From an optimization exercise on the open Yosys and OpenROAD flow, aimed at a short achievable clock period and few clock cycles; shortcuts taken in it are not production practice. In this exercise RTL edits were held to simulation tests only and were not proved equivalent to the original. Power and IR drop assume default switching activity. The flow treats the clock pin as an ideal source, which a real chip does not have.

job 101:
==> flow/design.v (excerpt) <==
module rs485_half_duplex_frame_buffer_top #(
   parameter int BUFFER_DEPTH = 64
) (
   input  logic                            clock,
   input  logic                            reset,
   input  logic                            req_valid,
   output logic                            req_stall,
   input  logic [rs485_pkg::MODE_W-1:0]    req_mode,
   input  logic [rs485_pkg::DATA_W-1:0]    req_data,
   input  logic                            req_last,
   input  logic [rs485_pkg::LIMIT_W-1:0]   req_read_limit,
   output logic                            rsp_valid,
   input  logic                            rsp_stall,
   output logic [rs485_pkg::KIND_W-1:0]    rsp_kind,
   output logic [rs485_pkg::DATA_W-1:0]    rsp_byte_out,
   output logic                            rsp_final_res,
   output logic                            rsp_driver_enable,
   output logic [rs485_pkg::COUNT_W-1:0]   rsp_byte_count,
   input  logic                            csr_wr_en,
   input  logic [rs485_pkg::TIMEOUT_W-1:0] csr_wr_data
);
Size in the first run: roughly 4900 cells after synthesis, roughly 1300 flip-flops, ~70 I/O pins, roughly 53000 µm² of cells after synthesis.
==> flow/config.mk <==
export PLATFORM = sky130hd
export DESIGN_NAME = rs485_half_duplex_frame_buffer_top
export DESIGN_NICKNAME = rs485_half_duplex_frame_buffer_top
export VERILOG_FILES = /design/flow/design.v
export SDC_FILE = /design/flow/constraint.sdc
export NUM_CORES = 4
export LEC_CHECK = 0
export ABC_CLOCK_PERIOD_IN_PS = 1400
export CAP_MARGIN = 20
export CORE_MARGIN = 2
export CORE_UTILIZATION = 65
export PLACE_DENSITY = 0.7
export SETUP_SLACK_MARGIN = 3.0
export SLEW_MARGIN = 20
export TNS_END_PERCENT = 30
==> flow/constraint.sdc <==
create_clock -name core_clock -period 4.6 [get_ports {clock}]
set_input_delay 0.9200 -clock core_clock [delete_from_list [all_inputs] [get_ports {clock}]]
set_output_delay 0.9200 -clock core_clock [all_outputs]
set_load 0.01 [all_outputs]
standard.sh (not shown) runs the stock make flow with config.mk's settings and CLKGATE_MAP_FILE= SYNTH_SCRIPT=/design/flow/synth_recipe.tcl, a recipe that flattens the netlist after the stock synthesis.
==> flow/flow/run.sh <==
#!/bin/bash
# The standard ORFS layout, with three changes to how it is built:
#  - the port buffers are sky130_fd_sc_hd__buf_4 cells instead of the
#    delay-cell buffers buffer_ports picks by default;
#  - the resizer may change a cell to any cell of the same function
#    (MATCH_CELL_FOOTPRINT=0), not only one with the same footprint;
#  - clock tree synthesis clusters up to 30 sinks within 100 um per leaf
#    buffer and adds no dummy loads, which gives a tree with fewer levels and
#    a shorter insertion delay for every register alike.
# The whole make output goes to standard_flow.log; ORFS keeps each step's log
# under orfs/logs/.
set -euo pipefail
bash standard.sh "BUFFER_PORTS_ARGS=-buffer_cell sky130_fd_sc_hd__buf_4" \
   MATCH_CELL_FOOTPRINT=0 \
   "CTS_ARGS=-sink_clustering_enable -repair_clock_nets -sink_clustering_size 30 -sink_clustering_max_diameter 100 -dont_use_dummy_load" \
   finish > standard_flow.log 2>&1
Every stage of the flow completed for job 101, and the final layout passed the timing, DRC and antenna checks.
Testbench counts of job 101, summed over its fixed seeds: cycles 9,281.
What job 102 does differently from job 101 at the input level:
# job 101
export LEC_CHECK = 0
export ABC_CLOCK_PERIOD_IN_PS = 1400
export CAP_MARGIN = 20
export CORE_MARGIN = 2
export CORE_UTILIZATION = 65
export PLACE_DENSITY = 0.7
export SETUP_SLACK_MARGIN = 3.0
export SLEW_MARGIN = 20
export TNS_END_PERCENT = 30
create_clock -name core_clock -period 4.6 [get_ports {clock}]
# job 102
export LEC_CHECK = 0
export ABC_CLOCK_PERIOD_IN_PS = 1600
export CAP_MARGIN = 20
export CORE_MARGIN = 2
export CORE_UTILIZATION = 65
export PLACE_DENSITY = 0.7
export SETUP_SLACK_MARGIN = 2.8
export SLEW_MARGIN = 20
export TNS_END_PERCENT = 20
create_clock -name core_clock -period 4.6 [get_ports {clock}]
--- outcome ---
Sort job 101 and job 102 by cell leakage power, ascending, and job 102 comes first. Any difference in top achievable clock speed between job 102 and job 101 is small enough to ignore. For shortest period the worst path allows, job 101 and job 102 come out practically identical. Setup slack essentially unchanged between job 102 and job 101. Job 102 vs job 101: layout overhead on the synthesized area down in job 102. Status: post-route fraction of the period consumed by the critical path parity (job 101, job 102). Job 102 — pre-CTS worst setup slack 0.0085 ns lower, job 101 as reference. Routed wire in job 102 totals less than in job 101. The hold slack on job 101 is in line with that on job 102. Delta (job 102 minus job 101): total power shrank by about 0.54%, fill cell instance count of the final layout grew by about 4.6%.

## separate check: timing with driven ports
How much do the figures lean on ideal ports? The routed layouts below were timed once more, with nothing changed but the port constraints.
Step 1, drivers: a clkbuf_16 drives clock and a buf_2 each remaining input, both assumed.
Step 2 times the ports against the registers' clock, not the clock port: input delays grow and output delays shrink by t, the midpoint of the rising clock arrivals with the driver on.
Three values: ideal, step 1, step 2; two values: the first two.
| run | t (ns) | setup slack, ns | worst setup path after step 2 |
|---|---|---|---|
| job 101 | 0.692 | 2.537 / 2.474 / 1.888 | input to register |
| job 102 | 0.697 | 2.537 / 2.473 / 1.888 | input to register |
After both steps every run listed still meets setup and hold.
